This is an optimization exercise on Yosys and OpenROAD, whose aim is small area, a short achievable clock period and few clock cycles per item, not a production implementation.
Only simulation tests tie the RTL to the original design; equivalence was not proved.
No activity file was given, so power comes from the tool's default toggle rates.

==> design/flow/run.sh <==
#!/bin/bash
# synth_recipe.tcl (not shown) runs the flow's synth.tcl, then flattens the netlist and writes it again
# the make line also repeats each setting of config.mk as NAME=value (left out here)
make -C /OpenROAD-flow-scripts/flow DESIGN_CONFIG=/design/flow/config.mk WORK_HOME=/design/flow/orfs CLKGATE_MAP_FILE= SYNTH_SCRIPT=/design/flow/synth_recipe.tcl finish
==> design/flow/config.mk <==
export PLATFORM = sky130hd
export DESIGN_NAME = join_top
export DESIGN_NICKNAME = join_top
export VERILOG_FILES = /design/flow/design.v
export SDC_FILE = /design/flow/constraint.sdc
export NUM_CORES = 4
export LEC_CHECK = 0
export CAP_MARGIN = 20
export CORE_MARGIN = 2
export CORE_UTILIZATION = 40
export SLEW_MARGIN = 20
==> design/flow/constraint.sdc <==
create_clock -name core_clock -period 5.0 [get_ports {ap_clk}]
set_input_delay 1.0000 -clock core_clock [delete_from_list [all_inputs] [get_ports {ap_clk}]]
set_output_delay 1.0000 -clock core_clock [all_outputs]
set_load 0.01 [all_outputs]
==> design/flow/design.v <==
localparam WINDOW_DEPTH    = 16;   
localparam FIFO_DEPTH      = 8;    
localparam FIFO_AW         = 3;
localparam REG_CTRL        = 8'h00;   
localparam REG_RESULT_BASE = 8'h04;
localparam REG_RESULT_MAX  = 8'h08;
localparam REG_WINDOW      = 8'h0C;   
localparam REG_STREAM      = 8'h10;   
localparam REG_STATUS      = 8'h14;
`timescale 1ns/10ps
module host_slave (
  input  logic        ap_clk,
  input  logic        rst_n,
  input  logic        host_cyc,
  input  logic        host_stb,
  input  logic        host_we,
  input  logic [31:0] host_adr,
  input  logic [31:0] host_dat_w,
  output logic        host_ack,
  output logic [31:0] host_dat_r,
  input  logic        engine_busy,
  input  logic        fifo_empty,
  input  logic        writer_busy,
  input  logic [15:0] count,
  input  logic        over,
  output logic        window_wr,
  output logic        stream_wr,
  output logic [15:0] tuple,
  output logic        clear,
  output logic [31:0] result_base,
  output logic [15:0] result_max
);
localparam WINDOW_DEPTH    = 16;   
localparam FIFO_DEPTH      = 8;    
localparam FIFO_AW         = 3;
localparam REG_CTRL        = 8'h00;   
localparam REG_RESULT_BASE = 8'h04;
localparam REG_RESULT_MAX  = 8'h08;
localparam REG_WINDOW      = 8'h0C;   
localparam REG_STREAM      = 8'h10;   
localparam REG_STATUS      = 8'h14;
  logic        ack_q;
  logic [31:0] rd_dat;
  logic [31:0] rd_mux;
  logic [7:0]  offset;
  logic        req;         
  logic        tuple_acc;   
  logic        stall;
  logic [31:0] status;
  assign offset    = host_adr[7:0];   
  assign req       = host_cyc && host_stb && !ack_q;
  assign tuple_acc = host_we && ((offset == REG_WINDOW) || (offset == REG_STREAM));
  assign stall     = tuple_acc && engine_busy;   
  assign status = {14'h0, engine_busy || writer_busy || !fifo_empty, over, count};
  assign host_ack   = ack_q;
  assign host_dat_r = rd_dat;
  always_ff @(posedge ap_clk or negedge rst_n) begin
    if (!rst_n) begin
      ack_q       <= 1'b0;
      window_wr   <= 1'b0;
      stream_wr   <= 1'b0;
      clear       <= 1'b0;
      result_base <= '0;
      result_max  <= '0;
    end else begin
      ack_q     <= 1'b0;   
      window_wr <= 1'b0;
      stream_wr <= 1'b0;
      clear     <= 1'b0;
      if (req && !stall) begin
        ack_q <= 1'b1;
        if (host_we) begin
          case (offset)
            REG_CTRL:        clear       <= host_dat_w[0];
            REG_RESULT_BASE: result_base <= host_dat_w;
            REG_RESULT_MAX:  result_max  <= host_dat_w[15:0];
            REG_WINDOW:      window_wr   <= 1'b1;
            REG_STREAM:      stream_wr   <= 1'b1;
            default: ;   
          endcase
        end
      end
    end
  end
  always_comb begin
    case (offset)
      REG_RESULT_BASE: rd_mux = result_base;
      REG_RESULT_MAX:  rd_mux = {16'h0, result_max};
      REG_STATUS:      rd_mux = status;
      default:         rd_mux = '0;
    endcase
  end
  always_ff @(posedge ap_clk) begin
    if (req && tuple_acc) begin
      tuple <= host_dat_w[15:0];
    end
    if (req) begin
      rd_dat <= rd_mux;
    end
  end
endmodule
`timescale 1ns/10ps
module join_engine (
  input  logic        ap_clk,
  input  logic        rst_n,
  input  logic        window_wr,
  input  logic        stream_wr,
  input  logic [15:0] tuple,        
  input  logic        clear,
  input  logic        fifo_full,
  output logic        push,
  output logic [31:0] result,       
  output logic        engine_busy
);
localparam WINDOW_DEPTH    = 16;   
localparam FIFO_DEPTH      = 8;    
localparam FIFO_AW         = 3;
localparam REG_CTRL        = 8'h00;   
localparam REG_RESULT_BASE = 8'h04;
localparam REG_RESULT_MAX  = 8'h08;
localparam REG_WINDOW      = 8'h0C;   
localparam REG_STREAM      = 8'h10;   
localparam REG_STATUS      = 8'h14;
  localparam logic ENG_IDLE = 1'b0;
  localparam logic ENG_SCAN = 1'b1;
  logic [15:0]             win_mem [WINDOW_DEPTH];
  logic [WINDOW_DEPTH-1:0] slot_valid;
  logic [3:0]              wr_ptr;     
  logic [3:0]              scan_idx;
  logic [15:0]             probe;      
  logic [15:0]             cur;
  logic                    state;
  logic                    hit;
  logic                    last_slot;
  always_ff @(posedge ap_clk) begin
    if (window_wr) begin
      win_mem[wr_ptr] <= tuple;
    end
  end
  always_ff @(posedge ap_clk or negedge rst_n) begin
    if (!rst_n) begin
      slot_valid <= '0;
      wr_ptr     <= '0;
    end else if (clear) begin
      slot_valid <= '0;
      wr_ptr     <= '0;
    end else if (window_wr) begin
      slot_valid[wr_ptr] <= 1'b1;
      wr_ptr             <= wr_ptr + 1'b1;   
    end
  end
  assign cur         = win_mem[scan_idx];
  assign hit         = slot_valid[scan_idx] && (cur[15:8] == probe[15:8]);
  assign last_slot   = (scan_idx == 4'(WINDOW_DEPTH - 1));
  assign engine_busy = (state == ENG_SCAN);
  assign push        = engine_busy && hit && !fifo_full;
  assign result = {probe[15:8], probe[7:0], cur[7:0], 4'h0, scan_idx};
  always_ff @(posedge ap_clk) begin
    if (stream_wr) begin
      probe <= tuple;
    end
  end
  always_ff @(posedge ap_clk or negedge rst_n) begin
    if (!rst_n) begin
      state    <= ENG_IDLE;
      scan_idx <= '0;
    end else if (clear) begin
      state <= ENG_IDLE;
    end else begin
      case (state)
        ENG_IDLE: begin
          if (stream_wr) begin
            state    <= ENG_SCAN;
            scan_idx <= '0;
          end
        end
        ENG_SCAN: begin
          if (!fifo_full) begin   
            if (last_slot) state <= ENG_IDLE;
            scan_idx <= scan_idx + 1'b1;
          end
        end
        default: state <= ENG_IDLE;
      endcase
    end
  end
endmodule
`timescale 1ns/10ps
module result_fifo (
  input  logic        ap_clk,
  input  logic        rst_n,
  input  logic        push,
  input  logic [31:0] din,
  input  logic        pop,
  output logic [31:0] dout,
  output logic        full,
  output logic        empty
);
localparam WINDOW_DEPTH    = 16;   
localparam FIFO_DEPTH      = 8;    
localparam FIFO_AW         = 3;
localparam REG_CTRL        = 8'h00;   
localparam REG_RESULT_BASE = 8'h04;
localparam REG_RESULT_MAX  = 8'h08;
localparam REG_WINDOW      = 8'h0C;   
localparam REG_STREAM      = 8'h10;   
localparam REG_STATUS      = 8'h14;
  logic [31:0]        mem [FIFO_DEPTH];
  logic [FIFO_AW-1:0] wr_ptr;
  logic [FIFO_AW-1:0] rd_ptr;
  logic [FIFO_AW:0]   used;    
  assign full  = (used == (FIFO_AW + 1)'(FIFO_DEPTH));
  assign empty = (used == '0);
  assign dout  = mem[rd_ptr];   
  always_ff @(posedge ap_clk) begin
    if (push) begin
      mem[wr_ptr] <= din;
    end
  end
  always_ff @(posedge ap_clk or negedge rst_n) begin
    if (!rst_n) begin
      wr_ptr <= '0;
      rd_ptr <= '0;
      used   <= '0;
    end else begin
      if (push) wr_ptr <= wr_ptr + 1'b1;
      if (pop)  rd_ptr <= rd_ptr + 1'b1;
      case ({push, pop})
        2'b10:   used <= used + 1'b1;
        2'b01:   used <= used - 1'b1;
        default: ;   
      endcase
    end
  end
endmodule
`timescale 1ns/10ps
module result_writer (
  input  logic        ap_clk,
  input  logic        rst_n,
  input  logic        clear,
  input  logic        empty,
  input  logic [31:0] head,
  output logic        pop,
  input  logic [31:0] result_base,
  input  logic [15:0] result_max,
  output logic        mem_cyc,
  output logic        mem_stb,
  output logic        mem_we,
  output logic [31:0] mem_adr,
  output logic [31:0] mem_dat_w,
  input  logic        mem_ack,
  output logic [15:0] count,
  output logic        over,
  output logic        writer_busy
);
  localparam logic WR_IDLE  = 1'b0;
  localparam logic WR_WRITE = 1'b1;
  logic        state;
  logic [31:0] adr_q;
  logic [31:0] dat_q;
  logic        active;      
  logic        take;
  logic        under_max;
  assign active      = (state == WR_WRITE);
  assign under_max   = (count < result_max);
  assign take        = (state == WR_IDLE) && !empty && !clear;
  assign pop         = take;   
  assign writer_busy = active;
  assign mem_cyc   = active;
  assign mem_stb   = active;
  assign mem_we    = active;
  assign mem_adr   = adr_q;
  assign mem_dat_w = dat_q;
  always_ff @(posedge ap_clk) begin
    if (take && under_max) begin
      adr_q <= result_base + ({16'h0, count} << 2);   
      dat_q <= head;
    end
  end
  always_ff @(posedge ap_clk or negedge rst_n) begin
    if (!rst_n) begin
      state <= WR_IDLE;
      count <= '0;
      over  <= 1'b0;
    end else if (clear) begin
      state <= WR_IDLE;
      count <= '0;
      over  <= 1'b0;
    end else begin
      case (state)
        WR_IDLE: begin
          if (take) begin
            if (under_max) state <= WR_WRITE;
            else           over  <= 1'b1;   
          end
        end
        WR_WRITE: begin
          if (mem_ack) begin
            count <= count + 1'b1;
            state <= WR_IDLE;
          end
        end
        default: state <= WR_IDLE;
      endcase
    end
  end
endmodule
`timescale 1ns/10ps
module join_top (
  input  logic        ap_clk,
  input  logic        rst_n,
  input  logic        host_cyc,
  input  logic        host_stb,
  input  logic        host_we,
  input  logic [31:0] host_adr,
  input  logic [31:0] host_dat_w,
  output logic        host_ack,
  output logic [31:0] host_dat_r,
  output logic        mem_cyc,
  output logic        mem_stb,
  output logic        mem_we,
  output logic [31:0] mem_adr,
  output logic [31:0] mem_dat_w,
  input  logic        mem_ack,
  input  logic [31:0] mem_dat_r
);
  logic        window_wr;
  logic        stream_wr;
  logic [15:0] tuple;
  logic        clear;
  logic        engine_busy;
  logic        push;
  logic [31:0] push_data;
  logic        fifo_full;
  logic        fifo_empty;
  logic        pop;
  logic [31:0] head;
  logic [31:0] result_base;
  logic [15:0] result_max;
  logic [15:0] count;
  logic        over;
  logic        writer_busy;
  host_slave u_host_slave (
    .ap_clk      (ap_clk),
    .rst_n       (rst_n),
    .host_cyc    (host_cyc),
    .host_stb    (host_stb),
    .host_we     (host_we),
    .host_adr    (host_adr),
    .host_dat_w  (host_dat_w),
    .host_ack    (host_ack),
    .host_dat_r  (host_dat_r),
    .engine_busy (engine_busy),
    .fifo_empty  (fifo_empty),
    .writer_busy (writer_busy),
    .count       (count),
    .over        (over),
    .window_wr   (window_wr),
    .stream_wr   (stream_wr),
    .tuple       (tuple),
    .clear       (clear),
    .result_base (result_base),
    .result_max  (result_max)
  );
  join_engine u_join_engine (
    .ap_clk      (ap_clk),
    .rst_n       (rst_n),
    .window_wr   (window_wr),
    .stream_wr   (stream_wr),
    .tuple       (tuple),
    .clear       (clear),
    .fifo_full   (fifo_full),
    .push        (push),
    .result      (push_data),
    .engine_busy (engine_busy)
  );
  result_fifo u_result_fifo (
    .ap_clk (ap_clk),
    .rst_n  (rst_n),
    .push   (push),
    .din    (push_data),
    .pop    (pop),
    .dout   (head),
    .full   (fifo_full),
    .empty  (fifo_empty)
  );
  result_writer u_result_writer (
    .ap_clk      (ap_clk),
    .rst_n       (rst_n),
    .clear       (clear),
    .empty       (fifo_empty),
    .head        (head),
    .pop         (pop),
    .result_base (result_base),
    .result_max  (result_max),
    .mem_cyc     (mem_cyc),
    .mem_stb     (mem_stb),
    .mem_we      (mem_we),
    .mem_adr     (mem_adr),
    .mem_dat_w   (mem_dat_w),
    .mem_ack     (mem_ack),
    .count       (count),
    .over        (over),
    .writer_busy (writer_busy)
  );
endmodule
==> summary.txt <==
Outcome:
- The run finished with no timing, DRC or antenna violations.

Logic synthesis:
- After synthesis, the share of flip-flops with an asynchronous set or reset is approximately 15%.
- The post-synthesis sequential area ratio is 73.1%.
- A synthesized cell averages around 19 sq um.
- The number of library cell types mapped by synthesis is 58.
- The synthesized cell area is 28400 sq um.
- The complex-gate fraction of the synthesized area is 3.33%.
- The main combinational cell family by area after synthesis is multiplexers.
- The number of synthesized flops with an enable pin is 604.
- The synthesized-area fraction occupied by adder cells is 2.01%.
- The most frequent cell after synthesis is sky130_fd_sc_hd__edfxtp_1.
- The number of warnings reported in the yosys synthesis log is 4.
- Summing the areas of all xor and xnor instances in the mapped netlist gives under 10% of the synthesized area.
- The commonest cells after synthesis are sky130_fd_sc_hd__edfxtp_1, sky130_fd_sc_hd__mux4_2, sky130_fd_sc_hd__dfrtp_1.
- The post-synthesis cell count is 1522.
- Of all cell types, the one taking the most synthesized area is sky130_fd_sc_hd__edfxtp_1.
- The mux cell area share after synthesis is roughly 14%.
- The flip-flop and latch count after synthesis is 709.
- The simple logic cell fraction of the synthesized area is 3.91%.
- The leading register cell type out of synthesis is sky130_fd_sc_hd__edfxtp_1.
- The share of the synthesized area in the top cell type is 63.9%.
- Ranked by total cell area, the synthesized netlist is headed by sky130_fd_sc_hd__edfxtp_1, sky130_fd_sc_hd__mux4_2, sky130_fd_sc_hd__dfrtp_1.

Timing:
- At the pin with the least slew margin, the transition time is between 1000 and 1500 ps.
- Static timing analysis puts the maximum clock frequency at 227 MHz.
- The final critical path takes up 88.0% of the cycle.
- The sum of negative setup slack is 0 ps.
- The final hold slack is 315 ps.
- The number of endpoints failing setup at the final stage is 0.
- The final count of pins violating max slew is 0.
- The hold violation total from the final report is 0.
- Setup repair after global routing left no endpoint under its margin.
- The worst slew slack as a fraction of its limit is between 30% and 40%.
- Between clock sinks in the finished design, the worst skew comes to 37.2 ps.
- The clock period minus final worst setup slack is 4400 ps.

Routing:
- The first-pass detailed-route iteration total is 6.
- The remaining antenna violation count is 0.
- The total detailed-routing wirelength is 62100 microns.
- After the first detailed-routing iteration, the DRC count stood at around 1200.
- Across all layers, the routed design uses around 14000 vias.
- The routed via count divided by cell count is 5.30.
- For this run, design rule violations remaining after detail routing come to 0.
- The average routed wire per standard cell is 22.8 microns.

CTS:
- The TritonCTS clock tree is done.
- Clock-pin slew was measured on the worst setup and hold paths at 60 ps.
- In this run, post-CTS hold repair placed 0 buffers.
- The number of setup buffers added after CTS is 0.
- The later pin in the worst-skew pair is clocked with a latency of 620 ps.
- The maximum root-to-sink buffer count is 3.
- The number of clock sinks is 709.
- The H-tree was split into 3 levels.
- The post-cts repair resize count is 0.
- The TritonCTS buffer count is 74.
- The library cell used as clock root buffer is sky130_fd_sc_hd__clkbuf_16.

Floorplanning:
- The chip width is 270 microns.
- For this design the top-level I/O count stands at 202.
- For this configuration, the core starts out at a cell density of 40.5%.
- The vertical die dimension is 270 microns.
- The standard-cell row count is 97.
- In this run the standard cell core region covers roughly 70000 sq um.
- The die covers ~73000 sq um.

Setup path:
- For the worst setup path, the data required time is roughly 5300 ps.
- For the worst setup path, the data arrival time is 4700 ps.
- The critical-path maximum fanout is 28.
- The kind of critical path is flop to flop.
- STA classifies the critical path startpoint as a flop.
- In this run the register-to-register setup slack is 600 ps.
- The kind of end point of the critical path is a flop.

Place:
- The half-perimeter wire length of the detailed placement result is 37700 microns.
- Buffers placed on the I/O ports in this run total ~140.
- At the end of routability-driven placement, the weighted congestion stood at 0.799.

Layout:
- The post-route netlist has about a fifth of its cells at a drive strength greater than 1.
- The final layout contains 1875 nets.
- The layout overhead on the synthesized area is 18.7%.

Global routing:
- Global routing used 17.1% of the available tracks.
- Entering global routing, the biggest net connects 61 pins.
- The first-pass GRT wire length is 94400 microns.
- The via count of the first global-routing pass was 15200.
- For this run the aggregate overflow at the end of global routing stands at 0.
- The initial antenna violation count was 2.

Pwr:
- Power spread over the standard cell area amounts to 459 nW/um^2.
- The worst-case IR drop observed on VDD is 334 uV.
- In this run the static leakage power is 11.8 nW.

Run:
- The max-capacitance violation count is 0.

Worst hold path:
- In this run the worst hold path is classified as input pin to asynchronous set/reset pin.
## power breakdown
group / switching [mW] / internal, mW / leakage [nW]
clock network: 2.26 / 3.07 / 1.14
logic: 1.27 / 1.58 / 3.72
registers: 0.373 / 6.90 / 6.94
total: 3.90 / 11.6 / 11.8
## kinds of logic after synthesis
logic type      Yosys count
compound gates          135
buf+inv                 119
simple gates            224
other cells               1
mux                     231
fa+ha+maj                45
xor+xnor                 58
flops                   709
## worst max-delay path, stage by stage (launching register included)
cell	delay (ps)
sky130_fd_sc_hd__dfrtp_4	740
sky130_fd_sc_hd__mux4_2	560
sky130_fd_sc_hd__nor2b_1	150
sky130_fd_sc_hd__a211oi_1	440
sky130_fd_sc_hd__nor3_1	90
sky130_fd_sc_hd__a2111oi_0	430
sky130_fd_sc_hd__or4b_1	600
sky130_fd_sc_hd__buf_4	240
sky130_fd_sc_hd__or2_4	290
sky130_fd_sc_hd__nor3b_4	240
sky130_fd_sc_hd__buf_12	240
## area by class of cell
| type | count | area, sq um |
|---|---|---|
| fillers | 5948 | 36500 |
| flip-flops and latches | 709 | 20800 |
| multi-input cells | 697 | 7270 |
| clock buffers | 101 | 2020 |
| repair buffers | 193 | 1910 |
| well taps | 940 | 1180 |
| clock inverters | 33 | 334 |
| inverters | 53 | 199 |
| diodes | 1 | 2.50 |
## placed cells by master (no fill, tap or decap), types with 25 or more instances in the layout
master,instances
sky130_fd_sc_hd__a21oi_1,29
sky130_fd_sc_hd__ha_1,44
sky130_fd_sc_hd__clkdlybuf4s50_1,140
sky130_fd_sc_hd__nor2_1,74
sky130_fd_sc_hd__nand2_1,41
sky130_fd_sc_hd__edfxtp_1,604
sky130_fd_sc_hd__buf_4,44
sky130_fd_sc_hd__dfrtp_1,101
sky130_fd_sc_hd__mux4_2,127
sky130_fd_sc_hd__inv_1,52
sky130_fd_sc_hd__clkbuf_16,75
sky130_fd_sc_hd__xnor2_1,33
sky130_fd_sc_hd__mux2_2,81
sky130_fd_sc_hd__xor2_1,25
## flip-flops by register name, indices dropped and copies added, names as in the netlist, 3 cells and up
| signal | count |
|---|---|
| u_result_writer.count | 16 |
| u_join_engine.probe | 16 |
| u_host_slave.rd_dat | 32 |
| u_result_fifo.used | 4 |
| u_host_slave.result_base | 32 |
| u_join_engine.scan_idx | 4 |
| u_host_slave.tuple | 16 |
| u_host_slave.result_max | 16 |
| u_result_writer.adr_q | 32 |
| u_result_fifo.mem | 224 |
| u_join_engine.wr_ptr | 4 |
| u_result_fifo.rd_ptr | 3 |
| u_join_engine.win_mem | 256 |
| u_result_writer.dat_q | 28 |
| u_result_fifo.wr_ptr | 3 |
| u_join_engine.slot_valid | 16 |
## final timing paths
check | from | end | cells past startpoint
min | rst_n | u_host_slave.result_max[11] | 1
min reg2reg | u_result_fifo.rd_ptr[2] | u_result_fifo.rd_ptr[2] | 1
max | u_join_engine.scan_idx[0] | u_result_fifo.mem[6][15] | 10
max in group asynchronous | rst_n | u_result_fifo.rd_ptr[0] | 2
min in group core_clock | u_result_fifo.rd_ptr[2] | u_result_fifo.rd_ptr[2] | 1
max reg2reg | u_join_engine.scan_idx[0] | u_result_fifo.mem[6][15] | 10
## metrics by stage
step / std cells / setup WS, ps / util, % / cell area, sq um / total power [mW]
floorplan: 1525 / 52.0 / - / 28400 / 9.11
global placement: 2592 / 682 / 44.7 / 31300 / 10.3
detailed placement: 2592 / 638 / 44.7 / 31300 / 10.3
CTS: 2726 / 607 / 48.0 / 33700 / 15.7
global route: 2727 / 401 / 48.0 / 33700 / 16.1
finish: 2727 / 601 / 48.0 / 33700 / 15.5
## per-layer routing
layer  GRT usage (%)  wire length, microns
met1            23.4                 27500
met2            28.1                 30300
met3            3.26                  3040
met4            4.33                  1350
met5               0                     0
Testbench counts, summed over its fixed seeds: cycles 27,466, items 1,432.

==> afterwards: timing with drivers on the ports <==
In the flow no input, the clock included, has a driving cell. The finished layout below was timed again as built, in two steps.
Step 1 sets driving cells, clkbuf_16 on the clock port and buf_2 on the other inputs (assumed; they add their load-dependent delay and slew).
Step 2 also shifts input and output timing later by t, the mid clock arrival at the registers, as if the neighbouring blocks saw the same clock.
Three values: no drivers, after step 1, after step 2; two values: the first two.
t, ns: 0.667
setup WS [ns]: 0.601 / 0.601 / 0.601
clock arrival spread, ns: 0.037 / 0.037
pins driven straight from the clock port: 1
After both steps this run still meets setup and hold. For this run, drivers alone change the setup slack by 0.000 ns; drivers and shift together by 0.000 ns.
